What follows belongs to an exercise in optimizing a design on an open flow for small area, a short achievable clock period and few clock cycles per item; a production flow would make more cautious choices.
Where RTL was checked, it was by simulation tests only, not by an equivalence proof against the original.
For run 4, only the layout was checked, not whether the RTL still works.
Power and IR drop assume default switching activity.

## config.mk

```make
export PLATFORM = sky130hd
export DESIGN_NAME = alu_exec_top
export DESIGN_NICKNAME = alu_exec_top
export VERILOG_FILES = /design/flow/design.v
export SDC_FILE = /design/flow/constraint.sdc
export NUM_CORES = 4
export LEC_CHECK = 0
export CAP_MARGIN = 20
export CELL_PAD_IN_SITES_DETAIL_PLACEMENT = 1
export CELL_PAD_IN_SITES_GLOBAL_PLACEMENT = 2
export CORE_MARGIN = 2
export CORE_UTILIZATION = 40
export CTS_BUF_LIST = sky130_fd_sc_hd__clkbuf_8
export CTS_CLUSTER_DIAMETER = 50
export CTS_CLUSTER_SIZE = 16
export PLACE_DENSITY = 0.6
export SETUP_SLACK_MARGIN = 4
export SLEW_MARGIN = 20
```

## constraint.sdc

```tcl
create_clock -name core_clock -period 8.0 [get_ports {in_clk}]
set_input_delay 1.6000 -clock core_clock [delete_from_list [all_inputs] [get_ports {in_clk}]]
set_output_delay 1.6000 -clock core_clock [all_outputs]
set_load 0.01 [all_outputs]
```

## design.v

```verilog
package alu_pkg;
  localparam int XLEN       = 32;
  localparam int REG_ADDR_W = 5;
  localparam int NUM_REGS   = 32;
  localparam int                    APB_ADDR_W    = 12;
  localparam logic [APB_ADDR_W-1:0] ADDR_INSTR    = 12'h000;
  localparam logic [APB_ADDR_W-1:0] ADDR_REG_BASE = 12'h080;
  localparam logic [6:0] OPC_OP_IMM = 7'b0010011;
  localparam logic [6:0] OPC_OP     = 7'b0110011;
  localparam logic [6:0] OPC_LUI    = 7'b0110111;
  localparam logic [2:0] F3_ADD_SUB = 3'b000;
  localparam logic [2:0] F3_SLL     = 3'b001;
  localparam logic [2:0] F3_SLT     = 3'b010;
  localparam logic [2:0] F3_SLTU    = 3'b011;
  localparam logic [2:0] F3_XOR     = 3'b100;
  localparam logic [2:0] F3_SR      = 3'b101;
  localparam logic [2:0] F3_OR      = 3'b110;
  localparam logic [2:0] F3_AND     = 3'b111;
  localparam logic [6:0] F7_BASE = 7'b0000000;
  localparam logic [6:0] F7_ALT  = 7'b0100000;
  localparam int CTL_W     = 11;
  localparam int CTL_SUB   = 0;    
  localparam int CTL_ADD   = 1;    
  localparam int CTL_SLT   = 2;    
  localparam int CTL_SLTU  = 3;    
  localparam int CTL_XOR   = 4;    
  localparam int CTL_OR    = 5;    
  localparam int CTL_AND   = 6;    
  localparam int CTL_SLL   = 7;    
  localparam int CTL_SRL   = 8;    
  localparam int CTL_SRA   = 9;    
  localparam int CTL_PASSB = 10;   
endpackage
`timescale 1ns/10ps
module alu_regfile (
  input  logic                           in_clk,
  input  logic                           in_rst,
  input  logic [alu_pkg::REG_ADDR_W-1:0] raddr_i,
  input  logic                           we_i,
  input  logic [alu_pkg::REG_ADDR_W-1:0] waddr_i,
  input  logic [alu_pkg::XLEN-1:0]       wdata_i,
  output logic [alu_pkg::XLEN-1:0]       rdata_o
);
  localparam int N = alu_pkg::NUM_REGS;
  localparam int W = alu_pkg::XLEN;
  logic [W-1:0] regs [1:N-1];
  logic [N-1:1] valid;
  logic [N-1:1] wsel;
  logic [N-1:1] rsel;
  for (genvar i = 1; i < N; i++) begin : g_word
    assign wsel[i] = we_i && (waddr_i == i);
    assign rsel[i] = (raddr_i == i) && valid[i];
    always_ff @(posedge in_clk or negedge in_rst) begin
      if (!in_rst) begin
        valid[i] <= 1'b0;
      end else if (wsel[i]) begin
        valid[i] <= 1'b1;
      end
    end
    always_ff @(posedge in_clk) begin
      if (wsel[i]) begin
        regs[i] <= wdata_i;
      end
    end
  end
  always_comb begin
    rdata_o = '0;
    for (int i = 1; i < N; i++) begin
      rdata_o = rdata_o | ({W{rsel[i]}} & regs[i]);
    end
  end
endmodule
`timescale 1ns/10ps
module alu_decoder (
  input  logic [alu_pkg::XLEN-1:0] instr_i,
  output logic [alu_pkg::CTL_W-1:0] ctl_o,
  output logic                     use_imm_o,
  output logic                     lui_o,
  output logic                     illegal_o
);
  logic [6:0] opcode;
  logic [2:0] funct3;
  logic [6:0] funct7;
  assign opcode = instr_i[6:0];
  assign funct3 = instr_i[14:12];
  assign funct7 = instr_i[31:25];
  always_comb begin
    ctl_o     = '0;
    use_imm_o = 1'b0;
    lui_o     = 1'b0;
    illegal_o = 1'b1;
    case (opcode)
      alu_pkg::OPC_LUI: begin
        ctl_o[alu_pkg::CTL_PASSB] = 1'b1;
        use_imm_o   = 1'b1;
        lui_o       = 1'b1;
        illegal_o   = 1'b0;
      end
      alu_pkg::OPC_OP_IMM: begin
        use_imm_o = 1'b1;
        illegal_o = 1'b0;
        case (funct3)
          alu_pkg::F3_ADD_SUB: ctl_o[alu_pkg::CTL_ADD] = 1'b1;
          alu_pkg::F3_SLT:     begin ctl_o[alu_pkg::CTL_SLT]  = 1'b1; ctl_o[alu_pkg::CTL_SUB] = 1'b1; end
          alu_pkg::F3_SLTU:    begin ctl_o[alu_pkg::CTL_SLTU] = 1'b1; ctl_o[alu_pkg::CTL_SUB] = 1'b1; end
          alu_pkg::F3_XOR:     ctl_o[alu_pkg::CTL_XOR] = 1'b1;
          alu_pkg::F3_OR:      ctl_o[alu_pkg::CTL_OR]  = 1'b1;
          alu_pkg::F3_AND:     ctl_o[alu_pkg::CTL_AND] = 1'b1;
          alu_pkg::F3_SLL: begin
            ctl_o[alu_pkg::CTL_SLL] = 1'b1;
            illegal_o = (funct7 != alu_pkg::F7_BASE);
          end
          default: begin
            if (funct7 == alu_pkg::F7_BASE) begin
              ctl_o[alu_pkg::CTL_SRL] = 1'b1;
            end else if (funct7 == alu_pkg::F7_ALT) begin
              ctl_o[alu_pkg::CTL_SRA] = 1'b1;
            end else begin
              illegal_o = 1'b1;
            end
          end
        endcase
      end
      alu_pkg::OPC_OP: begin
        illegal_o = 1'b0;
        case ({funct7, funct3})
          {alu_pkg::F7_BASE, alu_pkg::F3_ADD_SUB}: ctl_o[alu_pkg::CTL_ADD] = 1'b1;
          {alu_pkg::F7_ALT,  alu_pkg::F3_ADD_SUB}: begin ctl_o[alu_pkg::CTL_ADD]  = 1'b1; ctl_o[alu_pkg::CTL_SUB] = 1'b1; end
          {alu_pkg::F7_BASE, alu_pkg::F3_SLL}:     ctl_o[alu_pkg::CTL_SLL] = 1'b1;
          {alu_pkg::F7_BASE, alu_pkg::F3_SLT}:     begin ctl_o[alu_pkg::CTL_SLT]  = 1'b1; ctl_o[alu_pkg::CTL_SUB] = 1'b1; end
          {alu_pkg::F7_BASE, alu_pkg::F3_SLTU}:    begin ctl_o[alu_pkg::CTL_SLTU] = 1'b1; ctl_o[alu_pkg::CTL_SUB] = 1'b1; end
          default:                                 illegal_o = 1'b1;
        endcase
      end
      default: begin
        illegal_o = 1'b1;
      end
    endcase
  end
endmodule
`timescale 1ns/10ps
module alu_execute (
  input  logic [alu_pkg::CTL_W-1:0] ctl_i,
  input  logic [alu_pkg::XLEN-1:0] opa_i,
  input  logic [alu_pkg::XLEN-1:0] opb_i,
  output logic [alu_pkg::XLEN-1:0] result_o
);
  localparam int W = alu_pkg::XLEN;
  logic [W-1:0] b_inv;
  logic [W:0]   sum;
  logic         ltu;
  logic         lts;
  logic [W-1:0] a_rev;
  logic [W-1:0] sh_in;
  logic [W-1:0] sh_out;
  logic [W-1:0] sh_rev;
  logic         fill;
  assign b_inv = opb_i ^ {W{ctl_i[alu_pkg::CTL_SUB]}};
  assign sum   = {1'b0, opa_i} + {1'b0, b_inv} + {{W{1'b0}}, ctl_i[alu_pkg::CTL_SUB]};
  assign ltu   = ~sum[W];
  assign lts   = (opa_i[W-1] ^ opb_i[W-1]) ? opa_i[W-1] : ltu;
  always_comb begin
    for (int i = 0; i < W; i++) a_rev[i] = opa_i[W-1-i];
  end
  assign sh_in  = ctl_i[alu_pkg::CTL_SLL] ? a_rev : opa_i;
  assign fill   = ctl_i[alu_pkg::CTL_SRA] & opa_i[W-1];
  assign sh_out = W'($signed({fill, sh_in}) >>> opb_i[4:0]);
  always_comb begin
    for (int i = 0; i < W; i++) sh_rev[i] = sh_out[W-1-i];
  end
  assign result_o = ({W{ctl_i[alu_pkg::CTL_ADD]}}               & sum[W-1:0])
                  | ({W{ctl_i[alu_pkg::CTL_SLT]}}               & {{(W-1){1'b0}}, lts})
                  | ({W{ctl_i[alu_pkg::CTL_SLTU]}}              & {{(W-1){1'b0}}, ltu})
                  | ({W{ctl_i[alu_pkg::CTL_XOR]}}              & (opa_i ^ opb_i))
                  | ({W{ctl_i[alu_pkg::CTL_OR]}}               & (opa_i | opb_i))
                  | ({W{ctl_i[alu_pkg::CTL_AND]}}              & (opa_i & opb_i))
                  | ({W{ctl_i[alu_pkg::CTL_SLL]}}               & sh_rev)
                  | ({W{ctl_i[alu_pkg::CTL_SRL] | ctl_i[alu_pkg::CTL_SRA]}}   & sh_out)
                  | ({W{ctl_i[alu_pkg::CTL_PASSB]}}             & opb_i);
endmodule
`timescale 1ns/10ps
module alu_apb_slave (
  input  logic                            in_clk,
  input  logic                            in_rst,
  input  logic [alu_pkg::APB_ADDR_W-1:0]  paddr_i,
  input  logic                            psel_i,
  input  logic                            penable_i,
  input  logic                            pwrite_i,
  input  logic [alu_pkg::XLEN-1:0]        pwdata_i,
  input  logic [alu_pkg::CTL_W-1:0]        ctl_i,
  input  logic                            use_imm_i,
  input  logic                            lui_i,
  input  logic                            illegal_i,
  output logic                            pready_o,
  output logic                            pslverr_o,
  output logic                            access_o,
  output logic [alu_pkg::REG_ADDR_W-1:0]  raddr_s_o,
  output logic [alu_pkg::REG_ADDR_W-1:0]  rs2_o,
  output logic [alu_pkg::REG_ADDR_W-1:0]  wreg_o,
  output logic                            bus_we_o,
  output logic                            alu_go_o,
  output logic [alu_pkg::CTL_W-1:0]        ctl_o,
  output logic                            use_imm_o,
  output logic                            lui_o
);
  logic setup;
  logic instr_hit;
  logic reg_hit;
  logic instr_ok;
  logic access_q;
  logic err_q;
  logic buswr_q;
  logic instr_q;
  assign setup = psel_i & ~penable_i;
  assign instr_hit = (paddr_i == alu_pkg::ADDR_INSTR);
  assign reg_hit   = (paddr_i[alu_pkg::APB_ADDR_W-1:7] == 5'b00001) && (paddr_i[1:0] == 2'b00);
  assign instr_ok  = instr_hit & pwrite_i & ~illegal_i;
  assign raddr_s_o = paddr_i[7] ? paddr_i[6:2] : pwdata_i[19:15];
  always_ff @(posedge in_clk or negedge in_rst) begin
    if (!in_rst) begin
      access_q <= 1'b0;
      alu_go_o <= 1'b0;
    end else begin
      access_q <= setup;
      alu_go_o <= access_q & instr_q;
    end
  end
  always_ff @(posedge in_clk) begin
    if (setup) begin
      err_q     <= ~(instr_ok | reg_hit);
      buswr_q   <= reg_hit & pwrite_i;
      instr_q   <= instr_ok & (pwdata_i[11:7] != '0);
      wreg_o    <= paddr_i[7] ? paddr_i[6:2] : pwdata_i[11:7];
      rs2_o     <= pwdata_i[24:20];
      ctl_o     <= ctl_i;
      use_imm_o <= use_imm_i;
      lui_o     <= lui_i;
    end
  end
  assign access_o  = access_q;
  assign pready_o  = access_q;
  assign pslverr_o = err_q;
  assign bus_we_o  = access_q & buswr_q;
endmodule
`timescale 1ns/10ps
module alu_exec_top (
  input  logic                           in_clk,
  input  logic                           in_rst,
  input  logic [alu_pkg::APB_ADDR_W-1:0] paddr_i,
  input  logic                           psel_i,
  input  logic                           penable_i,
  input  logic                           pwrite_i,
  input  logic [alu_pkg::XLEN-1:0]       pwdata_i,
  output logic [alu_pkg::XLEN-1:0]       prdata_o,
  output logic                           pready_o,
  output logic                           pslverr_o
);
  localparam int W = alu_pkg::XLEN;
  logic [alu_pkg::CTL_W-1:0]       dec_ctl;
  logic                           dec_use_imm;
  logic                           dec_lui;
  logic                           dec_illegal;
  logic [alu_pkg::CTL_W-1:0]       ctl;
  logic                           use_imm;
  logic                           lui;
  logic                           access;
  logic [alu_pkg::REG_ADDR_W-1:0] raddr_s;
  logic [alu_pkg::REG_ADDR_W-1:0] rs2;
  logic [alu_pkg::REG_ADDR_W-1:0] wreg;
  logic [alu_pkg::REG_ADDR_W-1:0] raddr;
  logic                           bus_we;
  logic                           alu_go;
  logic [W-1:0]                   rf_rdata;
  logic [W-1:0]                   port;
  logic [W-1:0]                   imm;
  logic [W-1:0]                   opa_q;
  logic [W-1:0]                   opb_q;
  logic [W-1:0]                   result;
  alu_decoder u_decoder (
    .instr_i   (pwdata_i),
    .ctl_o     (dec_ctl),
    .use_imm_o (dec_use_imm),
    .lui_o     (dec_lui),
    .illegal_o (dec_illegal)
  );
  alu_apb_slave u_apb_slave (
    .in_clk    (in_clk),
    .in_rst    (in_rst),
    .paddr_i   (paddr_i),
    .psel_i    (psel_i),
    .penable_i (penable_i),
    .pwrite_i  (pwrite_i),
    .pwdata_i  (pwdata_i),
    .ctl_i     (dec_ctl),
    .use_imm_i (dec_use_imm),
    .lui_i     (dec_lui),
    .illegal_i (dec_illegal),
    .pready_o  (pready_o),
    .pslverr_o (pslverr_o),
    .access_o  (access),
    .raddr_s_o (raddr_s),
    .rs2_o     (rs2),
    .wreg_o    (wreg),
    .bus_we_o  (bus_we),
    .alu_go_o  (alu_go),
    .ctl_o     (ctl),
    .use_imm_o (use_imm),
    .lui_o     (lui)
  );
  assign raddr = access ? rs2 : raddr_s;
  alu_regfile u_regfile (
    .in_clk  (in_clk),
    .in_rst  (in_rst),
    .raddr_i (raddr),
    .we_i    (alu_go | bus_we),
    .waddr_i (wreg),
    .wdata_i (alu_go ? result : pwdata_i),
    .rdata_o (rf_rdata)
  );
  assign port = (alu_go && raddr == wreg) ? result : rf_rdata;
  assign imm = lui ? {pwdata_i[31:12], 12'b0} : {{(W-12){pwdata_i[31]}}, pwdata_i[31:20]};
  always_ff @(posedge in_clk) begin
    if (!access) begin
      opa_q <= port;
    end
    opb_q <= use_imm ? imm : port;
  end
  assign prdata_o = opa_q;
  alu_execute u_execute (
    .ctl_i    (ctl),
    .opa_i    (opa_q),
    .opb_i    (opb_q),
    .result_o (result)
  );
endmodule
```

## flow/run.sh

```bash
#!/bin/bash
# The standard layout, with the register file flops placed bit-sliced on
# the floorplan before global placement (flow/place_regs.tcl)
set -euo pipefail
R=orfs/results/sky130hd/alu_exec_top/base
bash standard.sh synth floorplan > make_floorplan.log 2>&1
ODB=$R/2_floorplan.odb openroad -no_init -exit flow/place_regs.tcl > place_regs.log 2>&1
bash standard.sh finish > make_finish.log 2>&1
```

## flow/place_regs.tcl

```tcl
# Bit-sliced placement of the register file flops, done on the floorplan
# before global placement. The 31 words of each bit sit in one block of two
# flop columns, with a free column between them for the bit's read logic;
# the 32 blocks form an 8 x 4 array in the middle of the core. Flop columns
# sit between the tap cells (every 13.8 um across alternate rows), so the
# flops land on legal sites. They are marked FIRM so placement keeps them.
set odb $::env(ODB)
read_db $odb
set blk [ord::get_db_block]

set rows {}
foreach r [$blk getRows] { lappend rows [list [lindex [$r getOrigin] 1] [$r getOrient]] }
set rows [lsort -integer -index 0 $rows]
set nrows [llength $rows]

# Tap x positions (all rows together), to find the flop columns between them
set tapx {}
foreach inst [$blk getInsts] {
  if {[string match *tap* [[$inst getMaster] getName]]} {
    lappend tapx [lindex [$inst getLocation] 0]
  }
}
set tapx [lsort -integer -unique $tapx]
set site 460
set fw 11040
set cols {}
for {set i 0} {$i < [llength $tapx] - 1} {incr i} {
  set x0 [expr {[lindex $tapx $i] + $site}]
  set x1 [lindex $tapx [expr {$i + 1}]]
  if {$x1 - $x0 >= $fw} { lappend cols $x0 }
}
set ncols [llength $cols]
puts "flop columns: $ncols, rows: $nrows"

set nbx [expr {$ncols / 3}]
if {$nbx > 8} { set nbx 8 }
set nby [expr {(32 + $nbx - 1) / $nbx}]
set band 16
set gap 1
set total [expr {$nby * $band + ($nby - 1) * $gap}]
set row0 [expr {($nrows - $total) / 2}]
set col0 [expr {($ncols - 3 * $nbx) / 2}]
puts "blocks $nbx x $nby, first row $row0, first column $col0"

set placed 0
foreach inst [$blk getInsts] {
  set n [$inst getName]
  if {![regexp {regs\\\[(\d+)\\\]\\\[(\d+)\\\]} $n -> w b]} continue
  set bx [expr {$b % $nbx}]
  set by [expr {$b / $nbx}]
  set idx [expr {$w - 1}]
  set c [expr {$col0 + 3 * $bx + ($idx / $band == 0 ? 0 : 2)}]
  set r [expr {$row0 + $by * ($band + $gap) + $idx % $band}]
  set rowinfo [lindex $rows $r]
  $inst setOrient [lindex $rowinfo 1]
  $inst setLocation [lindex $cols $c] [lindex $rowinfo 0]
  $inst setPlacementStatus FIRM
  incr placed
}
puts "placed $placed register file flops"
write_db $odb
```

## standard.sh

```bash
#!/bin/bash
# synth_recipe.tcl (not shown) runs the flow's synth.tcl, then flattens the netlist and writes it again
# the make line also repeats each setting of config.mk as NAME=value (left out here)
make -C /OpenROAD-flow-scripts/flow DESIGN_CONFIG=/design/flow/config.mk WORK_HOME=/design/flow/orfs CLKGATE_MAP_FILE= SYNTH_SCRIPT=/design/flow/synth_recipe.tcl "${@:-finish}"
```

==> results of run 1 <==
## metrics by stage
step              setup WS, ns  total power [W]  area [µm²]
global placement          1.56          0.00981       51900
floorplan                 3.94          0.00841       48900
## cells by family after synthesis
logic type,share of synthesized area
flip-flops,0.679
AND/OR/NAND/NOR,0.0966
AO/OA/AOI/OAI,0.127
buffers and inverters,0.0282
multiplexers,0.0356
adder cells (fa/ha/maj),0.0249
XOR/XNOR,0.00920
## worst min path at each step
stage | startpoint | endpoint | slack (ns) | cells after the start
2_1_floorplan | u_regfile.valid[10] | u_regfile.valid[10] | 0.43 | 1
3_3_place_gp | u_regfile.valid[2] | u_regfile.valid[2] | 0.44 | 1
## power by group through the flow
stage | clock, W | combinational (W) | sequential [W]
2_1_floorplan | 0 | 0.00153 | 0.00688
3_3_place_gp | 0 | 0.00274 | 0.00707
==> out/metrics.yaml, run 1 <==
ys_top_cells_by_count: "edfxtp_1, and3_1, nand2_1"
error: "[ERROR DPL-0033] detailed placement checks failed during check placement."
async_reset_ff_frac: 0.0296
fp.dieH_um: 352
ys_seq_elements: 1114
syn-num-nets: 3554
yosysWarnings: 6
synthMostInstantiatedCell: "edfxtp_1"
synth_edf_count: 1049
hpwl_um: 146000
start_util: 0.404
status: "stopped before the end"
gp_congestion: 0.973
fp.dieW_um: 352
yosysUniqueCellTypes: 86
yosysSeqAreaShare: 0.679
avgSynthCellArea_um2: 14.2
syn-cell-area_mm2: 0.0486
rows: 127
yosys.area.top_type_share: 0.649
port_buffers: 82
synthTopCellsByArea: "edfxtp_1, a22oi_1, and3_1"
synth_top_cell_by_area: "edfxtp_1"
lastStage: "detailed placement (3_5_place_dp)"
io_pins: 83
ys.flop_type: "edfxtp_1"
synthCells: 3409
Testbench counts, summed over its fixed seeds: cycles 49,008, transfers 24,504.
==> inputs of run 2 (changes only) <==
--- a/flow/place_regs.tcl
+++ b/flow/place_regs.tcl
@@ -3,5 +3,6 @@
 # flop columns, with a free column between them for the bit's read logic;
 # the 32 blocks form an 8 x 4 array in the middle of the core. Flop columns
-# sit between the tap cells (every 13.8 um across alternate rows), so the
+# sit between the tap cells (every 13.8 um across alternate rows), a site
+# clear of them on each side for the placement padding, so the
 # flops land on legal sites. They are marked FIRM so placement keeps them.
 set odb $::env(ODB)
@@ -26,7 +27,7 @@
 set cols {}
 for {set i 0} {$i < [llength $tapx] - 1} {incr i} {
-  set x0 [expr {[lindex $tapx $i] + $site}]
+  set x0 [expr {[lindex $tapx $i] + 2 * $site}]
   set x1 [lindex $tapx [expr {$i + 1}]]
-  if {$x1 - $x0 >= $fw} { lappend cols $x0 }
+  if {$x1 - $x0 >= $fw + $site} { lappend cols $x0 }
 }
 set ncols [llength $cols]
==> out/metrics.yaml, run 2 <==
hpwl_um: 148000
start_util: 0.404
synthCells: 3409
synth_top_cell_by_area: "edfxtp_1"
yosys.area.top_type_share: 0.649
lastStage: "detailed placement (3_5_place_dp)"
ys_seq_elements: 1114
syn-num-nets: 3554
ys_top_cells_by_count: "edfxtp_1, and3_1, nand2_1"
fp.dieW_um: 352
gp_congestion: 0.994
yosysSeqAreaShare: 0.679
async_reset_ff_frac: 0.0296
io_pins: 83
synthMostInstantiatedCell: "edfxtp_1"
avgSynthCellArea_um2: 14.2
status: "stopped before the end"
syn-cell-area_mm2: 0.0486
ys.flop_type: "edfxtp_1"
yosysUniqueCellTypes: 86
yosysWarnings: 6
fp.dieH_um: 352
port_buffers: 82
synthTopCellsByArea: "edfxtp_1, a22oi_1, and3_1"
error: "[ERROR DPL-0033] detailed placement checks failed during check placement."
synth_edf_count: 1049
rows: 127
## run 2: how the worst min path moves through the flow
stage                           start                   to  slack (ns)  cells after the start
floorplan         u_regfile.valid[10]  u_regfile.valid[10]        0.43                      1
global placement  u_regfile.valid[19]  u_regfile.valid[19]        0.44                      1
## run 2: power groups by stage
| stage | Clock [W] | Sequential [W] | Combinational (W) |
|---|---|---|---|
| 2_1_floorplan | 0 | 0.00688 | 0.00153 |
| 3_3_place_gp | 0 | 0.00705 | 0.00277 |
## run 2: cells by family after synthesis
logic type,synth area share
DFF,0.679
and+or+nand+nor,0.0966
AOI/OAI and AO/OA,0.127
buffers and inverters,0.0282
muxes,0.0356
adders and majority gates,0.0249
xor gates and xnor gates,0.00920
## run 2: metrics by stage
stage / area (µm²) / total power, W / worst slack (ns) / hold WS [ns] / instances
2_1_floorplan: 48900 / 0.00841 / 3.94 / 0.430 / 3409
3_3_place_gp: 52100 / 0.00982 / 1.79 / 0.443 / 5019
==> inputs of run 3 (changes only) <==
--- a/flow/place_regs.tcl
+++ b/flow/place_regs.tcl
@@ -3,5 +3,5 @@
 # flop columns, with a free column between them for the bit's read logic;
 # the 32 blocks form an 8 x 4 array in the middle of the core. Flop columns
-# sit between the tap cells (every 13.8 um across alternate rows), a site
+# sit between the tap cells (every 13.8 um across alternate rows), two sites
 # clear of them on each side for the placement padding, so the
 # flops land on legal sites. They are marked FIRM so placement keeps them.
@@ -27,7 +27,7 @@
 set cols {}
 for {set i 0} {$i < [llength $tapx] - 1} {incr i} {
-  set x0 [expr {[lindex $tapx $i] + 2 * $site}]
+  set x0 [expr {[lindex $tapx $i] + 3 * $site}]
   set x1 [lindex $tapx [expr {$i + 1}]]
-  if {$x1 - $x0 >= $fw + $site} { lappend cols $x0 }
+  if {$x1 - $x0 >= $fw + 2 * $site} { lappend cols $x0 }
 }
 set ncols [llength $cols]
==> out/metrics.yaml, run 3 <==
status: "finished clean"
cts_root_buf: "clkbuf_8"
antenna_found_initial: 31
ys_top_cells_by_count: "edfxtp_1, and3_1, nand2_1"
die-area_mm2: 0.124
yosysWarnings: 6
grt_pass1_vias: 34241
layout-drive-gt1-share: 0.220
power.density_mw_per_mm2: 242
setup_viol: 0
fp.dieW_um: 352
worstHoldEndpoint: "u_regfile.valid[8]"
hold_slack_ns: 0.467
reg_top3: "u_regfile.regs x992, opa_q x32, opb_q x32"
overflow: 0
start_util: 0.404
rows: 127
r2r_slack_ns: 3.75
hpwl_um: 146000
maxSlewHeadroom: 0.112
layout_common_cells: "edfxtp_1, nand2_1, and3_1"
crit_family: "compound AO/OA/AOI/OAI gates"
cap_violations: 0
wl_per_cell_um: 45.9
first_pass_iters: 13
worstHoldStart: "u_regfile.valid[8]"
syn2layout_area_growth_pct: 17.9
yosysSeqAreaShare: 0.679
crit_required_ns: 8.70
core-area_mm2: 0.120
clk_path_buf_depth: 3
largest_register_ffs: 992
fin_crit_ns: 4.25
cp_slowest_cell: "dfxtp_1"
path_max_fanout: 36
port_buffers: 82
setup_tns_ns: 0
fin_crit_sh: 0.531
synth_edf_count: 1049
clkSinkCount: 1114
reg2reg_to: "opb_q[7]"
crit_type: "register to register"
peakVddDrop_mv: 0.131
vias_per_cell: 7.47
final_common_cell: "edfxtp_1"
async_reset_ff_frac: 0.0296
nets: 3789
cp_num_buf_inv: 2
gp_congestion: 0.966
routed_wirelength_um: 249000
clk_pin_slew_worst_paths_ns: 0.09
syn-num-nets: 3554
yosys.area.top_type_share: 0.649
syn-cell-area_mm2: 0.0486
cts_tree: "built"
hp-class: "register to register"
cts_buffers: 97
avgSynthCellArea_um2: 14.2
cts.htree.levels: 3
r2r_cells: 10
maxSlewViolCount: 0
io_pins: 83
dr.first_iter.drc_count: 9883
dp_slack_ns: 1.28
grt_pass1_wl_um: 313000
hold_viol: 0
start_kind: "register"
vias: 40453
max_freq_mhz: 235
critical_path_arrival_ns: 4.95
synthTopCellsByArea: "edfxtp_1, a22oi_1, and3_1"
final.setup_skew_ns: 0.0854
max_stage_delay_ns: 0.85
grt_max_degree: 60
path_cells: "buf_4 > inv_2 > nand2_1 > o22ai_1 > a21oi_2 > a21oi_1 > o21ai_0 > nand3_2 > o31a_1 > a21o_1"
synthMostInstantiatedCell: "edfxtp_1"
dp_cells: 5017
endpoint_kind: "register"
fin_cells: 5413
ys_seq_elements: 1114
drc: 0
clock_latency_ns: 0.84
top_register: "u_regfile.regs"
fp.dieH_um: 352
ant_nets: 0
r2r-start: "opb_q[3]"
synth_top_cell_by_area: "edfxtp_1"
hold_depth: 1
ys.flop_type: "edfxtp_1"
setup_slack_ns: 3.75
yosysUniqueCellTypes: 86
worst_pin_slew_ns: 1.32
synthCells: 3409
grt_use_total: 0.383
p_leak_nw: 19.9
rsz0062_at_grt: "true"
## run 3: cell counts after synthesis
Identical to the previous run, type by type.
## run 3: what timing repair did
action	CTS	global route
gates resized for setup	222	137
cloned	21	9
setup endpoints to repair	1056	989
hold buffers	0	0
hold endpoints to repair	0	0
buffers inserted	75	34
pin swaps	43	41
## run 3: per-layer routing
| layer | GRT usage | wire (µm) |
|---|---|---|
| met3 | 0.261 | 54600 |
| met1 | 0.483 | 84200 |
| met5 | 0.0365 | 980 |
| met4 | 0.212 | 19300 |
| met2 | 0.477 | 89700 |
## run 3: where the power goes
group          total, W  switching (W)  internal, W
Clock           0.00346        0.00195      0.00151
Combinational   0.00353        0.00238      0.00115
Sequential      0.00688       0.000265      0.00662
## run 3: logic make-up (layout without fill, tap and decap cells)
kind of cell | after synthesis | count (layout) | synth area share
AO/OA/AOI/OAI | 815 | 838 | 0.127
multiplexers | 121 | 122 | 0.0356
adder cells (fa/ha/maj) | 96 | 96 | 0.0249
XOR/XNOR | 51 | 51 | 0.00920
other | 0 | 82 | 0
buffers and inverters | 310 | 590 | 0.0282
AND/OR/NAND/NOR | 902 | 908 | 0.0966
flip-flops | 1114 | 1114 | 0.679
## run 3: worst max-delay path by stage
stage,start,to,slack (ns),cells after the start
final,opb_q[3],opb_q[7],3.75,10
after CTS,opa_q[1],u_regfile.regs[23][30],3.90,10
after detailed placement,paddr_i[7],opa_q[6],1.28,12
after floorplan,paddr_i[7],opa_q[9],3.94,13
after global placement,paddr_i[7],opa_q[6],1.34,12
after global routing,u_apb_slave.ctl_o[0],u_regfile.regs[18][16],3.83,14
## run 3: stage by stage
step                cell area, µm²  power, W   util
floorplan                    48900   0.00841      -
global placement             52000   0.00981  0.433
detailed placement           52000   0.00982  0.433
CTS                          56000    0.0134  0.466
global route                 57100    0.0140  0.475
finish                       57200    0.0139  0.477
## run 3: area by class of cell
| type | instances | area, µm² |
|---|---|---|
| diodes | 82 | 205 |
| clock buffers | 103 | 1420 |
| clock inverters | 71 | 664 |
| fillers | 12141 | 62900 |
| inverters | 87 | 328 |
| multi-input cells | 2015 | 16400 |
| flip-flops and latches | 1114 | 33000 |
| well taps | 1612 | 2020 |
| repair buffers | 329 | 3280 |
==> inputs of run 4 (changes only) <==
--- a/design.v
+++ b/design.v
@@ -48,7 +48,8 @@
   logic [N-1:1] wsel;
   logic [N-1:1] rsel;
+  logic         fwd;
   for (genvar i = 1; i < N; i++) begin : g_word
     assign wsel[i] = we_i && (waddr_i == i);
-    assign rsel[i] = (raddr_i == i) && valid[i];
+    assign rsel[i] = (raddr_i == i) && valid[i] && !wsel[i];
     always_ff @(posedge in_clk or negedge in_rst) begin
       if (!in_rst) begin
@@ -64,6 +65,7 @@
     end
   end
+  assign fwd = we_i && (raddr_i == waddr_i) && (raddr_i != '0);
   always_comb begin
-    rdata_o = '0;
+    rdata_o = {W{fwd}} & wdata_i;
     for (int i = 1; i < N; i++) begin
       rdata_o = rdata_o | ({W{rsel[i]}} & regs[i]);
@@ -188,5 +190,5 @@
   input  logic                            pwrite_i,
   input  logic [alu_pkg::XLEN-1:0]        pwdata_i,
-  input  logic [alu_pkg::CTL_W-1:0]        ctl_i,
+  input  logic [alu_pkg::CTL_W-1:0]       ctl_i,
   input  logic                            use_imm_i,
   input  logic                            lui_i,
@@ -198,11 +200,10 @@
   output logic [alu_pkg::REG_ADDR_W-1:0]  rs2_o,
   output logic [alu_pkg::REG_ADDR_W-1:0]  wreg_o,
-  output logic                            bus_we_o,
+  output logic                            bus_wr_o,
   output logic                            alu_go_o,
-  output logic [alu_pkg::CTL_W-1:0]        ctl_o,
+  output logic [alu_pkg::CTL_W-1:0]       ctl_o,
   output logic                            use_imm_o,
   output logic                            lui_o
 );
-  logic setup;
   logic instr_hit;
   logic reg_hit;
@@ -212,5 +213,4 @@
   logic buswr_q;
   logic instr_q;
-  assign setup = psel_i & ~penable_i;
   assign instr_hit = (paddr_i == alu_pkg::ADDR_INSTR);
   assign reg_hit   = (paddr_i[alu_pkg::APB_ADDR_W-1:7] == 5'b00001) && (paddr_i[1:0] == 2'b00);
@@ -222,24 +222,22 @@
       alu_go_o <= 1'b0;
     end else begin
-      access_q <= setup;
+      access_q <= psel_i & ~penable_i;
       alu_go_o <= access_q & instr_q;
     end
   end
   always_ff @(posedge in_clk) begin
-    if (setup) begin
-      err_q     <= ~(instr_ok | reg_hit);
-      buswr_q   <= reg_hit & pwrite_i;
-      instr_q   <= instr_ok & (pwdata_i[11:7] != '0);
-      wreg_o    <= paddr_i[7] ? paddr_i[6:2] : pwdata_i[11:7];
-      rs2_o     <= pwdata_i[24:20];
-      ctl_o     <= ctl_i;
-      use_imm_o <= use_imm_i;
-      lui_o     <= lui_i;
-    end
+    err_q     <= ~(instr_ok | reg_hit);
+    buswr_q   <= reg_hit & pwrite_i;
+    instr_q   <= instr_ok & (pwdata_i[11:7] != '0);
+    wreg_o    <= paddr_i[7] ? paddr_i[6:2] : pwdata_i[11:7];
+    rs2_o     <= pwdata_i[24:20];
+    ctl_o     <= ctl_i;
+    use_imm_o <= use_imm_i;
+    lui_o     <= lui_i;
   end
   assign access_o  = access_q;
   assign pready_o  = access_q;
   assign pslverr_o = err_q;
-  assign bus_we_o  = access_q & buswr_q;
+  assign bus_wr_o  = access_q & buswr_q;
 endmodule
 `timescale 1ns/10ps
@@ -257,9 +255,9 @@
 );
   localparam int W = alu_pkg::XLEN;
-  logic [alu_pkg::CTL_W-1:0]       dec_ctl;
+  logic [alu_pkg::CTL_W-1:0]      dec_ctl;
   logic                           dec_use_imm;
   logic                           dec_lui;
   logic                           dec_illegal;
-  logic [alu_pkg::CTL_W-1:0]       ctl;
+  logic [alu_pkg::CTL_W-1:0]      ctl;
   logic                           use_imm;
   logic                           lui;
@@ -269,12 +267,16 @@
   logic [alu_pkg::REG_ADDR_W-1:0] wreg;
   logic [alu_pkg::REG_ADDR_W-1:0] raddr;
-  logic                           bus_we;
+  logic                           bus_wr;
   logic                           alu_go;
-  logic [W-1:0]                   rf_rdata;
   logic [W-1:0]                   port;
   logic [W-1:0]                   imm;
   logic [W-1:0]                   opa_q;
+  logic                           byp_q;
+  logic [W-1:0]                   opa;
   logic [W-1:0]                   opb_q;
   logic [W-1:0]                   result;
+  logic                           wb_pend_q;
+  logic [alu_pkg::REG_ADDR_W-1:0] wb_addr_q;
+  logic [W-1:0]                   wb_data_q;
   alu_decoder u_decoder (
     .instr_i   (pwdata_i),
@@ -302,5 +304,5 @@
     .rs2_o     (rs2),
     .wreg_o    (wreg),
-    .bus_we_o  (bus_we),
+    .bus_wr_o  (bus_wr),
     .alu_go_o  (alu_go),
     .ctl_o     (ctl),
@@ -313,23 +315,37 @@
     .in_rst  (in_rst),
     .raddr_i (raddr),
-    .we_i    (alu_go | bus_we),
-    .waddr_i (wreg),
-    .wdata_i (alu_go ? result : pwdata_i),
-    .rdata_o (rf_rdata)
+    .we_i    (wb_pend_q),
+    .waddr_i (wb_addr_q),
+    .wdata_i (wb_data_q),
+    .rdata_o (port)
   );
-  assign port = (alu_go && raddr == wreg) ? result : rf_rdata;
   assign imm = lui ? {pwdata_i[31:12], 12'b0} : {{(W-12){pwdata_i[31]}}, pwdata_i[31:20]};
   always_ff @(posedge in_clk) begin
     if (!access) begin
       opa_q <= port;
+      byp_q <= alu_go && (raddr == wreg);
     end
     opb_q <= use_imm ? imm : port;
   end
-  assign prdata_o = opa_q;
+  assign opa = byp_q ? wb_data_q : opa_q;
+  assign prdata_o = opa;
   alu_execute u_execute (
     .ctl_i    (ctl),
-    .opa_i    (opa_q),
+    .opa_i    (opa),
     .opb_i    (opb_q),
     .result_o (result)
   );
+  always_ff @(posedge in_clk or negedge in_rst) begin
+    if (!in_rst) begin
+      wb_pend_q <= 1'b0;
+    end else begin
+      wb_pend_q <= alu_go | bus_wr;
+    end
+  end
+  always_ff @(posedge in_clk) begin
+    if (alu_go || bus_wr) begin
+      wb_addr_q <= wreg;
+      wb_data_q <= alu_go ? result : pwdata_i;
+    end
+  end
 endmodule
==> run.sh (new file) <==
#!/bin/bash
# synth_recipe.tcl (not shown) runs the flow's synth.tcl, then flattens the netlist and writes it again
# the make line also repeats each setting of config.mk as NAME=value (left out here)
make -C /OpenROAD-flow-scripts/flow DESIGN_CONFIG=/design/flow/config.mk WORK_HOME=/design/flow/orfs CLKGATE_MAP_FILE= SYNTH_SCRIPT=/design/flow/synth_recipe.tcl finish
--- a/config.mk
+++ b/config.mk
@@ -10,9 +10,9 @@
 export CELL_PAD_IN_SITES_GLOBAL_PLACEMENT = 2
 export CORE_MARGIN = 2
-export CORE_UTILIZATION = 40
+export CORE_UTILIZATION = 47
 export CTS_BUF_LIST = sky130_fd_sc_hd__clkbuf_8
 export CTS_CLUSTER_DIAMETER = 50
 export CTS_CLUSTER_SIZE = 16
-export PLACE_DENSITY = 0.6
+export PLACE_DENSITY = 0.65
 export SETUP_SLACK_MARGIN = 4
 export SLEW_MARGIN = 20
removed: flow/run.sh
removed: flow/place_regs.tcl
removed: standard.sh
==> out/metrics.yaml, run 4 <==
synthMostInstantiatedCell: "edfxtp_1"
peakVddDrop_mv: 0.175
multi_input_area_mm2: 0.0160
async_reset_ff_frac: 0.0295
power.density_mw_per_mm2: 193
fin_crit_sh: 0.507
status: "finished clean"
grt_pass1_vias: 34946
start_util: 0.472
hpwl_um: 122000
p_leak_nw: 19.9
final_common_cell: "edfxtp_1"
clkSinkCount: 1153
rows: 119
syn2layout_area_growth_pct: 17.8
clock_latency_ns: 0.87
cts_buffers: 114
yosys.area.top_type_share: 0.643
setup_tns_ns: 0
port_buffers: 82
routed_wirelength_um: 210000
ys_top_cells_by_count: "edfxtp_1, a221oi_1, a22o_1"
endpoint_kind: "register"
synthCells: 3294
maxSlewHeadroom: 0.273
cts.htree.levels: 3
grt_use_total: 0.385
core-area_mm2: 0.105
cap_violations: 0
yosysWarnings: 6
hold_slack_ns: 0.464
layout_common_cells: "edfxtp_1, buf_4, a221oi_1"
grt_max_degree: 64
grt_pass1_wl_um: 286000
fillers: 9843
setup_viol: 0
vias: 35294
top_register: "u_regfile.regs"
nets: 3720
avgSynthCellArea_um2: 15.1
drc: 0
yosysSeqAreaShare: 0.683
wl_per_cell_um: 41.4
hold_viol: 0
largest_register_ffs: 992
dpl_cell_area_mm2: 0.0528
cts_tree: "built"
ys_seq_elements: 1153
ant_nets: 0
synth_edf_count: 1062
vias_per_cell: 6.96
final.setup_skew_ns: 0.0730
ys.flop_type: "edfxtp_1"
path_max_fanout: 6
max_freq_mhz: 247
crit_type: "input port to register"
syn-num-nets: 3439
stdcell_area_mm2: 0.0584
start_kind: "input port"
hp-class: "register to register"
synth_top_cell_by_area: "edfxtp_1"
maxSlewViolCount: 0
ctsHoldBuffers: 0
rsz0062_at_grt: "true"
fp.dieH_um: 329
fp.dieW_um: 329
clk_pin_slew_worst_paths_ns: 0.09
antenna_found_initial: 11
critical_path_arrival_ns: 4.75
first_pass_iters: 6
worst_pin_slew_ns: 1.08
io_pins: 83
register_area_mm2: 0.0339
fin_crit_ns: 4.05
cts_root_buf: "clkbuf_8"
overflow: 0
die-area_mm2: 0.108
synthTopCellsByArea: "edfxtp_1, a221oi_1, a22o_1"
yosysUniqueCellTypes: 83
gp_congestion: 0.898
syn-cell-area_mm2: 0.0496
layout-drive-gt1-share: 0.237
dr.first_iter.drc_count: 5266
clk_path_buf_depth: 3
crit_required_ns: 8.69
## run 4: cell count changes in the layout (fill, tap and decap cells not counted), sizes merged, moves of 67 or more
| cell | before | now |
|---|---|---|
| a22o | 51 | 168 |
| diode | 82 | 6 |
| a221oi | 87 | 207 |
| a22oi | 201 | 134 |
| a21oi | 149 | 78 |
| and3 | 217 | 9 |
## run 4: area by class of cell
cell class	instances	share of cell area
inverters	97	0.00636
multi-input cells	1834	0.273
clock buffers	121	0.0285
flip-flops and latches	1153	0.580
well taps	1391	0.0298
diodes	6	0.000257
clock inverters	94	0.0175
repair buffers	375	0.0638
## run 4: critical path, stage by stage
cell	delay, ns
clkdlybuf4s50_1	0.54
mux2i_4	0.14
o21ai_4	0.36
or3_4	0.29
nor2b_4	0.06
buf_12	0.15
buf_4	0.14
buf_4	0.13
a221oi_1	0.36
nand4_1	0.34
a211o_4	0.42
o21a_1	0.17
## run 4: stage by stage
stage          power (W)  utilization  setup WS, ns  std cells
2_1_floorplan    0.00684            -          4.02       3294
3_3_place_gp     0.00702        0.502          1.36       4695
3_5_place_dp     0.00703        0.503          1.30       4696
4_1_cts           0.0113        0.548          3.85       5026
5_1_grt           0.0115        0.556          3.88       5067
6_report          0.0113        0.556          3.95       5071
## run 4: cell families (layout without fill, tap and decap cells)
logic type,after synthesis,after routing,synth area share
flops,1153,1153,0.683
compound gates,921,923,0.145
simple gates,571,573,0.0597
buf+inv,311,687,0.0265
mux,177,177,0.0500
fa+ha+maj,96,96,0.0244
xor+xnor,65,65,0.0115
other cells,0,6,0
## run 4: final timing paths
path,startpoint,endpoint,slack (ns),cells past startpoint
max,paddr_i[6],opb_q[1],3.95,12
min,u_apb_slave.instr_q,u_apb_slave.alu_go_o,0.46,1
max reg2reg,byp_q,wb_data_q[26],3.98,18
min reg2reg,u_apb_slave.instr_q,u_apb_slave.alu_go_o,0.46,1
max in group asynchronous,in_rst,u_apb_slave.alu_go_o,6.49,1
min in group asynchronous,in_rst,u_regfile.valid[28],0.87,1
## run 4: power breakdown
group	internal [W]	total [W]	switching, W
Combinational	0.000196	0.000486	0.000289
Sequential	0.00649	0.00652	0.0000268
Clock	0.00193	0.00429	0.00236
Total	0.00862	0.0113	0.00267
## run 4: timing repair
item                                    CTS  global route
gates cloned                              8             3
gates resized for setup                 266           116
buffers inserted                        107            36
endpoints found under the setup margin  128            89
pin swaps                                28            34
## run 4: per-layer routing
metal | vias to the layer above | part of all wire | wire [µm] | GRT usage
met4 | 2 | 0.060 | 12500 | 0.197
met2 | 2346 | 0.47 | 98400 | 0.620
met3 | 500 | 0.098 | 20600 | 0.0577
met1 | 18438 | 0.37 | 78400 | 0.509
met5 | - | 0.000038 | 8 | 0
li1 | 14008 | - | - | -
==> inputs of run 5 (changes only) <==
--- a/design.v
+++ b/design.v
@@ -321,16 +321,16 @@
   );
   assign imm = lui ? {pwdata_i[31:12], 12'b0} : {{(W-12){pwdata_i[31]}}, pwdata_i[31:20]};
+  assign opa = byp_q ? wb_data_q : opa_q;
   always_ff @(posedge in_clk) begin
     if (!access) begin
-      opa_q <= port;
       byp_q <= alu_go && (raddr == wreg);
     end
+    opa_q <= access ? opa : port;
     opb_q <= use_imm ? imm : port;
   end
-  assign opa = byp_q ? wb_data_q : opa_q;
   assign prdata_o = opa;
   alu_execute u_execute (
     .ctl_i    (ctl),
-    .opa_i    (opa),
+    .opa_i    (opa_q),
     .opb_i    (opb_q),
     .result_o (result)
==> out/metrics.yaml, run 5 <==
wl_per_cell_um: 42.8
dp_cells: 4652
r2r-start: "wb_addr_q[2]"
layout-drive-gt1-share: 0.226
vias: 35253
yosys.area.top_type_share: 0.633
cp_slowest_cell: "clkdlybuf4s50_1"
cts_root_buf: "clkbuf_8"
path_max_fanout: 64
synth-xor-area-share: 0.0106
async_reset_ff_frac: 0.0295
cts_buffers: 115
ys_seq_elements: 1153
ant_nets: 0
clk_path_buf_depth: 3
status: "finished clean"
fp.dieW_um: 326
synthMostInstantiatedCell: "edfxtp_1"
cts_tree: "built"
avgSynthCellArea_um2: 15.0
syn-cell-area_mm2: 0.0489
max_freq_mhz: 236
path_cells: "clkbuf_16 > o21ai_2 > clkdlybuf4s50_1"
layout_common_cells: "edfxtp_1, buf_4, a221oi_1"
cp_num_buf_inv: 2
gp_congestion: 0.935
endpoint_kind: "primary output"
drc: 0
rows: 118
port_buffers: 82
io_pins: 83
clock_latency_ns: 0.84
yosysUniqueCellTypes: 98
ys.flop_type: "edfxtp_1"
synth-simple-area-share: 0.0643
final.setup_skew_ns: 0.0456
peakVddDrop_mv: 0.271
cp-startpoint: "byp_q"
critical_path_arrival_ns: 2.63
cts.htree.levels: 3
synthMuxAreaShare: 0.0345
start_util: 0.473
grt_pass1_vias: 34417
clk_pin_slew_worst_paths_ns: 0.08
crit_family: "buffers and inverters"
vias_per_cell: 7.02
dpl_cell_area_mm2: 0.0520
fp.dieH_um: 326
crit_type: "register to primary output"
synthCells: 3254
setup_tns_ns: 0
hold_viol: 0
fin_cells: 5020
synth_top_family_by_area: "compound AO/OA/AOI/OAI gates"
start_kind: "register"
fin_crit_sh: 0.529
yosysWarnings: 6
cap_violations: 0
p_leak_nw: 19.6
rsz0062_at_grt: "true"
clkSinkCount: 1153
grt_pass1_wl_um: 291000
synth_fa_ha_area_frac: 0.0247
max_stage_delay_ns: 0.63
routed_wirelength_um: 215000
syn2layout_area_growth_pct: 17.3
worst_pin_slew_ns: 1.19
dr.first_iter.drc_count: 5792
overflow: 0
hold_slack_ns: 0.442
worstHoldStart: "u_apb_slave.instr_q"
ys_top_cells_by_count: "edfxtp_1, a221oi_1, a22o_1"
crit_required_ns: 6.40
hpwl_um: 122000
stdcell_area_mm2: 0.0573
synth_edf_count: 1030
setup_viol: 0
synth_compound_area_frac: 0.151
antenna_found_initial: 16
hp-class: "register to register"
syn-num-nets: 3399
power.density_mw_per_mm2: 196
largest_register_ffs: 992
synthTopCellsByArea: "edfxtp_1, dfxtp_1, a221oi_1"
top_register: "u_regfile.regs"
maxSlewHeadroom: 0.209
yosysSeqAreaShare: 0.687
grt_max_degree: 65
grt_use_total: 0.397
final_common_cell: "edfxtp_1"
first_pass_iters: 8
synth_top_cell_by_area: "edfxtp_1"
die-area_mm2: 0.107
maxSlewViolCount: 0
core-area_mm2: 0.103
fin_crit_ns: 4.23
ctsHoldBuffers: 0
nets: 3684
-- run 5: repair_timing --
item	4_1_cts	5_1_grt
gates resized for setup	216	68
gates cloned	8	2
pin swaps	40	22
setup buffers	127	13
setup endpoints to repair	116	82
-- run 5: metrics by stage --
step	total power, W	util	worst slack (ns)
after detailed placement	0.00690	0.503	1.54
after global placement	0.00690	0.502	1.58
after global routing	0.0115	0.555	3.73
after CTS	0.0112	0.550	3.74
after floorplan	0.00675	-	4.04
final	0.0112	0.555	3.77
-- run 5: per-layer routing --
metal	track usage	wire [µm]	vias to the layer above
li1	-	-	13782
met4	0.142	9220	10
met5	0	79	-
met2	0.583	93000	2510
met3	0.115	27200	441
met1	0.565	85300	18510
-- run 5: where the power goes --
part	switching (W)	internal [W]	total, W	leakage [nW]
sequential	0.0000184	0.00646	0.00648	10.5
clock	0.00236	0.00203	0.00439	1.37
combinational	0.000232	0.000142	0.000374	7.75
-- run 5: worst reg2reg max path: stages (launching register included) --
cell	delay, ns
edfxtp_1	0.55
nand4b_1	0.26
buf_4	0.20
nor2_4	0.11
buf_12	0.35
nor4b_4	0.19
a22o_1	0.27
a222oi_1	0.93
nand3_1	0.30
a2111oi_4	0.37
nand3_2	0.16
mux2_2	0.29
-- run 5: kinds of logic (layout without fill, tap and decap cells) --
| logic type | after synthesis | in the layout |
|---|---|---|
| xor+xnor | 59 | 59 |
| other cells | 0 | 3 |
| compound gates | 945 | 945 |
| fa+ha+maj | 96 | 96 |
| flops | 1153 | 1153 |
| buf+inv | 293 | 670 |
| simple gates | 588 | 594 |
| mux | 120 | 120 |
-- run 5: worst paths after layout --
kind                            cells past startpoint  slack [ns]              endpoint
worst max-delay path                                3        3.77           prdata_o[2]
worst min-delay path                                1        0.44  u_apb_slave.alu_go_o
worst max register to register                     11        3.90             opa_q[27]
worst min register to register                      1        0.44  u_apb_slave.alu_go_o
max in group asynchronous                           1        6.45  u_apb_slave.access_q
min in group asynchronous                           1        0.89   u_regfile.valid[26]
-- run 5: cell type report --
type	instances	area (µm²)
Clock inverter	97	1140
Multi-Input combinational cell	1814	15200
Fill cell	9722	46000
Tap cell	1380	1730
Antenna cell	3	7.51
Inverter	92	349
Timing Repair Buffer	363	3720
Clock buffer	118	1620
Sequential cell	1153	33600
Testbench counts of run 5, summed over its fixed seeds: cycles 49,008, transfers 24,504.
==> inputs of run 6 (changes only) <==
==> flow/run.sh (new file) <==
#!/bin/bash
# The standard layout with extra ORFS settings on make's command line
set -euo pipefail
bash standard.sh 'BUFFER_PORTS_ARGS=-buffer_cell sky130_fd_sc_hd__buf_4' MATCH_CELL_FOOTPRINT=0 finish > make_finish.log 2>&1
==> standard.sh (new file) <==
#!/bin/bash
# synth_recipe.tcl (not shown) runs the flow's synth.tcl, then flattens the netlist and writes it again
# the make line also repeats each setting of config.mk as NAME=value (left out here)
make -C /OpenROAD-flow-scripts/flow DESIGN_CONFIG=/design/flow/config.mk WORK_HOME=/design/flow/orfs CLKGATE_MAP_FILE= SYNTH_SCRIPT=/design/flow/synth_recipe.tcl "${@:-finish}"
removed: run.sh
==> out/metrics.yaml, run 6 <==
synthCells: 3254
setup_tns_ns: 0
grt_pass1_vias: 33509
yosysUniqueCellTypes: 98
layout_common_cells: "edfxtp_1, buf_4, a221oi_1"
setup_slack_ns: 3.91
cap_violations: 0
cts.htree.levels: 3
ys_seq_elements: 1153
utilization: 0.535
antenna_found_initial: 11
vias: 34677
p_leak_nw: 18.8
avgSynthCellArea_um2: 15.0
clock_latency_ns: 0.83
async_reset_ff_frac: 0.0295
setup_viol: 0
fp.dieH_um: 326
wl_met2_um: 90800
drc: 0
hp-class: "register to register"
r2r_cells: 10
die-area_mm2: 0.107
dr.max_layer_used: "met4"
synth_top_cell_by_area: "edfxtp_1"
yosys.area.top_type_share: 0.633
final.setup_skew_ns: 0.0603
grt_max_degree: 64
cp-endpoint: "opa_q[14]"
syn-cell-area_mm2: 0.0489
wl_per_cell_um: 42.5
syn2layout_area_growth_pct: 13.3
hpwl_um: 120000
vias_per_cell: 7.07
grt_use_total: 0.384
power.density_mw_per_mm2: 194
crit_required_ns: 8.75
dp_slack_ns: 2.07
status: "finished clean"
synthMostInstantiatedCell: "edfxtp_1"
maxSlewViolCount: 0
final_common_cell: "edfxtp_1"
r2r_slack_ns: 4.04
fin_crit_sh: 0.511
start_kind: "input port"
max_freq_mhz: 245
peakVddDrop_mv: 0.173
first_pass_iters: 6
max_stage_delay_ns: 0.66
gp_congestion: 0.950
ctsHoldBuffers: 0
syn-num-nets: 3399
wl_met3_um: 25400
m1WireLength_um: 84300
layout-drive-gt1-share: 0.209
dr.first_iter.drc_count: 6028
cp-startpoint: "paddr_i[7]"
cts_root_buf: "clkbuf_8"
clkSinkCount: 1153
cts_buffers: 112
io_pins: 83
top_register: "u_regfile.regs"
grt_pass1_wl_um: 282000
nets: 3578
dpl_cell_area_mm2: 0.0516
ys_top_cells_by_count: "edfxtp_1, a221oi_1, a22o_1"
synthTopCellsByArea: "edfxtp_1, dfxtp_1, a221oi_1"
start_util: 0.473
fin_crit_ns: 4.09
yosysSeqAreaShare: 0.687
cp_slowest_cell: "nor3_4"
stdcell_area_mm2: 0.0553
clk_pin_slew_worst_paths_ns: 0.08
worst_pin_slew_ns: 1.05
endpoint_kind: "register"
fp.dieW_um: 326
largest_register_ffs: 992
rows: 118
cts_tree: "built"
synth_edf_count: 1030
reg2reg_to: "opa_q[16]"
core-area_mm2: 0.103
path_cells: "buf_6 > mux2i_4 > o21a_2 > nor3_4 > and4b_4 > buf_4 > a22o_1 > a221oi_1 > nand4_1 > a211o_1 > mux2_2"
maxSlewHeadroom: 0.291
ys.flop_type: "edfxtp_1"
yosysWarnings: 6
rsz0062_at_grt: "true"
port_buffers: 82
r2r-start: "wb_addr_q[1]"
path_max_fanout: 15
crit_type: "input port to register"
critical_path_arrival_ns: 4.84
ant_nets: 0
overflow: 0
clk_path_buf_depth: 3
hold_viol: 0
routed_wirelength_um: 208000
[run 6: cell type report]
type / instances / area (µm²)
Antenna cell: 4 / 10.0
Clock buffer: 115 / 1580
Clock inverter: 87 / 791
Fill cell: 9817 / 48000
Inverter: 92 / 345
Multi-Input combinational cell: 1811 / 14900
Sequential cell: 1153 / 33600
Tap cell: 1380 / 1730
Timing Repair Buffer: 263 / 2420
[run 6: stage by stage]
step	hold WS (ns)	instances	power [W]
floorplan	0.419	3254	0.00675
global placement	0.422	4640	0.00689
detailed placement	0.445	4642	0.00689
CTS	0.469	4888	0.0107
global route	0.477	4902	0.0110
finish	0.466	4905	0.0107
[run 6: logic make-up (layout without fill, tap and decap cells)]
group | count (synthesis) | after routing | synth area share
adders and majority gates | 96 | 96 | 0.0247
other | 0 | 4 | 0
AOI/OAI and AO/OA | 945 | 945 | 0.151
DFF | 1153 | 1153 | 0.687
buffers and inverters | 293 | 557 | 0.0274
and+or+nand+nor | 588 | 591 | 0.0643
xor gates and xnor gates | 59 | 59 | 0.0106
muxes | 120 | 120 | 0.0345
[run 6: timing repair]
| item | in CTS | in global routing |
|---|---|---|
| pin swaps | 11 | 10 |
| resized for setup | 143 | 57 |
| endpoints found under the setup margin | 109 | 66 |
| gates cloned | 2 | 2 |
| buffers inserted | 42 | 11 |
[run 6: worst max-delay path, delay by kind of cell]
kind	cells	cell delay, ns
AO/OA/AOI/OAI	4	0.86
buffers and inverters	2	0.56
multiplexers	2	0.44
AND/OR/NAND/NOR	3	1.34
[run 6: report_power, final]
part | internal, W | leakage, nW | switching [W]
sequential | 0.00646 | 10.5 | 0.0000186
clock | 0.00165 | 1.23 | 0.00226
combinational | 0.000107 | 7.10 | 0.000212
[run 6: worst min-delay path by stage]
stage	from	to	cells past startpoint
2_1_floorplan	u_apb_slave.instr_q	u_apb_slave.alu_go_o	1
5_1_grt	u_apb_slave.instr_q	u_apb_slave.alu_go_o	1
6_report	u_regfile.valid[24]	u_regfile.valid[24]	1
3_3_place_gp	u_apb_slave.instr_q	u_apb_slave.alu_go_o	1
4_1_cts	u_regfile.valid[24]	u_regfile.valid[24]	1
3_5_place_dp	u_regfile.valid[23]	u_regfile.valid[23]	1
[run 6: layer usage]
| metal | vias to the layer above | global-route usage |
|---|---|---|
| met5 | - | 0 |
| met4 | 0 | 0.125 |
| met3 | 365 | 0.0769 |
| met2 | 2414 | 0.573 |
| met1 | 18351 | 0.567 |
| li1 | 13547 | - |
==> inputs of run 7 (changes only) <==
==> flow/run.sh (replaced) <==
#!/bin/bash
# The standard layout with extra ORFS settings on make's command line
set -euo pipefail
bash standard.sh 'BUFFER_PORTS_ARGS=-buffer_cell sky130_fd_sc_hd__buf_2' finish > make_finish.log 2>&1
==> out/metrics.yaml, run 7 <==
dpl_cell_area_mm2: 0.0515
final_common_cell: "edfxtp_1"
fp.dieH_um: 326
hpwl_um: 122000
nets: 3607
hold_viol: 0
setup_viol: 0
io_pins: 83
rows: 118
fin_crit_sh: 0.505
fillers: 9825
grt_pass1_vias: 33621
avgSynthCellArea_um2: 15.0
fin_cells: 4940
status: "finished clean"
stdcell_area_mm2: 0.0556
yosys.area.top_type_share: 0.633
clk_path_buf_depth: 3
cts_tree: "built"
yosysUniqueCellTypes: 98
cts_root_buf: "clkbuf_8"
crit_type: "input port to register"
p_leak_nw: 19.0
first_pass_iters: 6
crit_required_ns: 8.77
dr.first_iter.drc_count: 5747
ys.flop_type: "edfxtp_1"
max_freq_mhz: 247
die-area_mm2: 0.107
cp_num_buf_inv: 3
cpMostUsedCell: "buf_6"
yosysSeqAreaShare: 0.687
fin_crit_ns: 4.04
synthCells: 3254
synth_top_cell_by_area: "edfxtp_1"
grt_max_degree: 64
dp_cells: 4647
grt_pass1_wl_um: 285000
core-area_mm2: 0.103
drc: 0
async_reset_ff_frac: 0.0295
routed_wirelength_um: 212000
utilization: 0.538
syn-cell-area_mm2: 0.0489
final.setup_skew_ns: 0.0710
maxSlewHeadroom: 0.231
crit_family: "simple AND/OR/NAND/NOR gates"
path_max_fanout: 18
synthTopCellsByArea: "edfxtp_1, dfxtp_1, a221oi_1"
vias_per_cell: 7.07
maxSlewViolCount: 0
clk_pin_slew_worst_paths_ns: 0.08
cts_buffers: 116
ctsHoldBuffers: 0
clock_latency_ns: 0.86
cap_violations: 0
vias: 34910
grt_use_total: 0.390
largest_register_ffs: 992
cts.htree.levels: 3
rsz0062_at_grt: "true"
synthMostInstantiatedCell: "edfxtp_1"
max_stage_delay_ns: 0.85
start_util: 0.473
syn2layout_area_growth_pct: 13.8
synth_edf_count: 1030
antenna_found_initial: 8
ys_top_cells_by_count: "edfxtp_1, a221oi_1, a22o_1"
gp_congestion: 0.946
endpoint_kind: "register"
layout-drive-gt1-share: 0.216
syn-num-nets: 3399
yosysWarnings: 6
peakVddDrop_mv: 0.168
critical_path_arrival_ns: 4.82
hp-class: "register to register"
power.density_mw_per_mm2: 198
cp_slowest_cell: "nor3_4"
overflow: 0
wl_per_cell_um: 43.0
start_kind: "input port"
path_cells: "buf_6 > mux2i_2 > o21ai_2 > nand3_1 > buf_6 > nor3_4 > buf_12 > a22o_1 > a221oi_1 > nand4_1 > a211o_1 > mux2_2"
top_register: "u_regfile.regs"
ant_nets: 0
clkSinkCount: 1153
layout_common_cells: "edfxtp_1, a221oi_1, a22o_1"
setup_tns_ns: 0
port_buffers: 82
worst_pin_slew_ns: 1.15
fp.dieW_um: 326
ys_seq_elements: 1153
run 7: worst paths after layout:
path | startpoint | end | slack [ns] | cells after the start
min in group asynchronous | in_rst | u_regfile.valid[2] | 0.90 | 1
worst max register to register | wb_addr_q[4] | opa_q[15] | 3.98 | 10
worst min register to register | u_apb_slave.instr_q | u_apb_slave.alu_go_o | 0.45 | 1
worst max-delay path | paddr_i[7] | opa_q[24] | 3.96 | 12
max in group asynchronous | in_rst | u_apb_slave.access_q | 6.40 | 1
worst min-delay path | u_apb_slave.instr_q | u_apb_slave.alu_go_o | 0.45 | 1
run 7: kinds of logic (layout without fill, tap and decap cells):
kind of cell	after synthesis	in the layout	synth area share
compound gates	945	946	0.151
xor+xnor	59	59	0.0106
fa+ha+maj	96	96	0.0247
buf+inv	293	591	0.0274
flops	1153	1153	0.687
mux	120	120	0.0345
other cells	0	4	0
simple gates	588	591	0.0643
run 7: cell type report:
class | instances | area [µm²] | share of cell area
Sequential cell | 1153 | 33600 | 0.604
Multi-Input combinational cell | 1812 | 14800 | 0.267
Timing Repair Buffer | 287 | 2470 | 0.0445
Tap cell | 1380 | 1730 | 0.0310
Clock buffer | 123 | 1690 | 0.0304
Clock inverter | 89 | 947 | 0.0170
Inverter | 92 | 345 | 0.00621
Antenna cell | 4 | 10.0 | 0.000180
run 7: where the power goes:
group          total (W)  switching [W]  internal (W)
Sequential       0.00648      0.0000196       0.00646
Clock            0.00421        0.00238       0.00183
Combinational   0.000303       0.000208     0.0000950
Total             0.0110        0.00261       0.00839
run 7: timing repair:
action                                  in CTS  in global routing
pin swaps                                   15                 13
endpoints found under the setup margin     105                 48
resized for setup                          144                 47
gates cloned                                 2                  3
buffers inserted                            58                 13
run 7: per-stage QoR:
stage | setup slack (ns) | total power [W] | hold WS, ns
CTS | 3.97 | 0.0110 | 0.457
floorplan | 4.04 | 0.00675 | 0.419
global placement | 2.10 | 0.00688 | 0.425
finish | 3.96 | 0.0110 | 0.453
detailed placement | 2.15 | 0.00688 | 0.439
global route | 3.96 | 0.0112 | 0.470
run 7: worst register-to-register path, cell delays in order, from the launching register on:
cell and delay, ns:
edfxtp_1 0.55, nand4bb_2 0.51, nor2_4 0.23, buf_12 0.38, and4b_2 0.31, buf_6 0.27
a22o_1 0.43, a221oi_2 0.25, nand4_1 0.22, a211o_2 0.48, mux2_2 0.30
run 7: metal layers:
metal,GRT usage,part of all wire
met2,0.583,0.44
met4,0.142,0.045
met5,0,0.00010
met1,0.564,0.40
met3,0.0832,0.11
==> inputs of run 8 (changes only) <==
==> flow/run.sh (replaced) <==
#!/bin/bash
# The standard layout with extra ORFS settings on make's command line
set -euo pipefail
bash standard.sh 'BUFFER_PORTS_ARGS=-buffer_cell sky130_fd_sc_hd__buf_4' finish > make_finish.log 2>&1
--- a/config.mk
+++ b/config.mk
@@ -12,6 +12,6 @@
 export CORE_UTILIZATION = 47
 export CTS_BUF_LIST = sky130_fd_sc_hd__clkbuf_8
-export CTS_CLUSTER_DIAMETER = 50
-export CTS_CLUSTER_SIZE = 16
+export CTS_CLUSTER_DIAMETER = 45
+export CTS_CLUSTER_SIZE = 20
 export PLACE_DENSITY = 0.65
 export SETUP_SLACK_MARGIN = 4
==> out/metrics.yaml, run 8 <==
status: "finished clean"
nets: 3616
intPower_w: 0.00877
fp.dieH_um: 326
hold_depth: 0
synth-simple-area-share: 0.0643
max_freq_mhz: 246
layout-drive-gt1-share: 0.222
largest_register_ffs: 992
final_common_cell: "edfxtp_1"
syn2layout_area_growth_pct: 14.9
pwr-share-seq: 0.568
drc: 0
crit_required_ns: 8.61
synthCells: 3254
worst_pin_slew_ns: 1.06
ys_top_cells_by_count: "edfxtp_1, a221oi_1, a22o_1"
synth_top_family_by_area: "compound AO/OA/AOI/OAI gates"
setup_tns_ns: 0
cp_slowest_cell: "or4b_1"
yosys.area.top_type_share: 0.633
synthMostInstantiatedCell: "edfxtp_1"
path_cells: "buf_4 > xor2_1 > ha_1 > o21ai_2 > a21boi_1 > o31ai_2 > nand3_1 > nand3_2 > a21oi_1 > or4b_1 > a31oi_4"
layout_common_cells: "edfxtp_1, buf_4, a221oi_1"
ys_seq_elements: 1153
yosysWarnings: 6
top_register: "u_regfile.regs"
r2r-start: "opb_q[3]"
start_kind: "register"
clk_pin_slew_worst_paths_ns: 0.09
clk_path_buf_depth: 3
cts.htree.levels: 4
grt_use_total: 0.387
worstHoldStart: "u_apb_slave.wreg_o[0]"
clockPowerShare: 0.403
yosysUniqueCellTypes: 98
async_reset_ff_frac: 0.0295
cts_buffers: 131
rows: 118
setup_viol: 0
gp_congestion: 0.950
fp.dieW_um: 326
peakVddDrop_mv: 0.183
cts_root_buf: "clkbuf_8"
syn-cell-area_mm2: 0.0489
power.density_mw_per_mm2: 203
cts_tree: "built"
cap_violations: 0
ant_nets: 0
endpoint_kind: "register"
cp-startpoint: "opb_q[3]"
ys.flop_type: "edfxtp_1"
die-area_mm2: 0.107
hpwl_um: 120000
synth_edf_count: 1030
io_pins: 83
hold_slack_ns: 0.465
synth_compound_area_frac: 0.151
hp-class: "register to register"
grt_pass1_vias: 33960
clock_latency_ns: 0.87
routed_wirelength_um: 209000
r2r_cells: 11
maxSlewViolCount: 0
antenna_found_initial: 16
power.switching_w: 0.00264
crit_type: "register to register"
overflow: 0
grt_pass1_wl_um: 282000
synthTopCellsByArea: "edfxtp_1, dfxtp_1, a221oi_1"
rsz0062_at_grt: "true"
final.setup_skew_ns: 0.0490
grt_max_degree: 64
wl_per_cell_um: 42.2
avgSynthCellArea_um2: 15.0
clkSinkCount: 1153
max_stage_delay_ns: 0.54
synth_top_cell_by_area: "edfxtp_1"
port_buffers: 82
p_comb_frac: 0.028
vias: 34982
critical_path_arrival_ns: 4.67
synthMuxAreaShare: 0.0345
hold_viol: 0
path_max_fanout: 43
switching_share: 0.231
yosysSeqAreaShare: 0.687
ctsHoldBuffers: 0
vias_per_cell: 7.05
start_util: 0.473
first_pass_iters: 6
p_leak_nw: 19.2
fin_crit_ns: 4.06
syn-num-nets: 3399
maxSlewHeadroom: 0.286
dr.first_iter.drc_count: 6172
synth-xor-area-share: 0.0106
synth_fa_ha_area_frac: 0.0247
core-area_mm2: 0.103
fin_crit_sh: 0.508
-- run 8: power by group through the flow --
stage / registers (W) / clock network (W) / logic (W)
3_5_place_dp: 0.00662 / 0 / 0.000272
3_3_place_gp: 0.00662 / 0 / 0.000270
4_1_cts: 0.00648 / 0.00463 / 0.000301
6_report: 0.00648 / 0.00460 / 0.000324
2_1_floorplan: 0.00661 / 0 / 0.000140
5_1_grt: 0.00648 / 0.00485 / 0.000335
-- run 8: final timing paths --
kind	endpoint	slack, ns
max in group asynchronous	u_apb_slave.alu_go_o	6.83
max	wb_data_q[0]	3.94
min reg2reg	wb_addr_q[0]	0.47
min in group asynchronous	u_regfile.valid[14]	0.71
max reg2reg	wb_data_q[0]	3.94
min	wb_addr_q[0]	0.47
-- run 8: through the flow --
step | instance area (µm²) | setup slack (ns) | power (W) | instances | util
2_1_floorplan | 48900 | 4.04 | 0.00675 | 3254 | -
3_3_place_gp | 51600 | 2.12 | 0.00689 | 4640 | 0.499
3_5_place_dp | 51600 | 2.17 | 0.00689 | 4642 | 0.499
4_1_cts | 55600 | 3.89 | 0.0114 | 4929 | 0.538
5_1_grt | 56100 | 3.92 | 0.0117 | 4959 | 0.543
6_report | 56100 | 3.94 | 0.0114 | 4959 | 0.543
-- run 8: final cells by class --
type                       instances  area, µm²
tap                             1380       1730
clock buffer                     138       1900
fill                            9809      47200
antenna                            1       2.50
sequential                      1153      33600
clock inverter                   102       1090
timing repair buffer             282       2630
inverter                          92        345
multi-input combinational       1811      14800
-- run 8: metal layers --
metal | vias up | GRT usage | wire [µm]
met1 | 18363 | 0.565 | 85000
met4 | 8 | 0.155 | 9200
met2 | 2531 | 0.563 | 90400
li1 | 13648 | - | -
met5 | - | 0 | 47
met3 | 432 | 0.0878 | 24700
-- run 8: kinds of logic after synthesis --
kind of cell,count (synthesis)
muxes,120
DFF,1153
buffers and inverters,293
AOI/OAI and AO/OA,945
xor gates and xnor gates,59
adders and majority gates,96
and+or+nand+nor,588
-- run 8: critical path, delay by kind of cell, from the launching register on --
kind / cells / cell delay (ns)
adder cells (fa/ha/maj): 1 / 0.44
buffers and inverters: 1 / 0.47
XOR/XNOR: 1 / 0.14
flip-flops: 1 / 0.37
AND/OR/NAND/NOR: 3 / 1.07
AO/OA/AOI/OAI: 5 / 1.32
-- run 8: timing repair --
| item | CTS | global route |
|---|---|---|
| pin swaps | 11 | 8 |
| setup buffers | 44 | 28 |
| endpoints found under the setup margin | 109 | 75 |
| gates resized for setup | 127 | 72 |
| cloned | 3 | 1 |

Check on run 8: ideal ports give 3.939 ns setup slack; a clkbuf_16 on the clock port and buf_2 on the inputs give 3.939 ns; moving port delays by the midpoint clock arrival (0.910 ns) as well gives 3.060 ns.
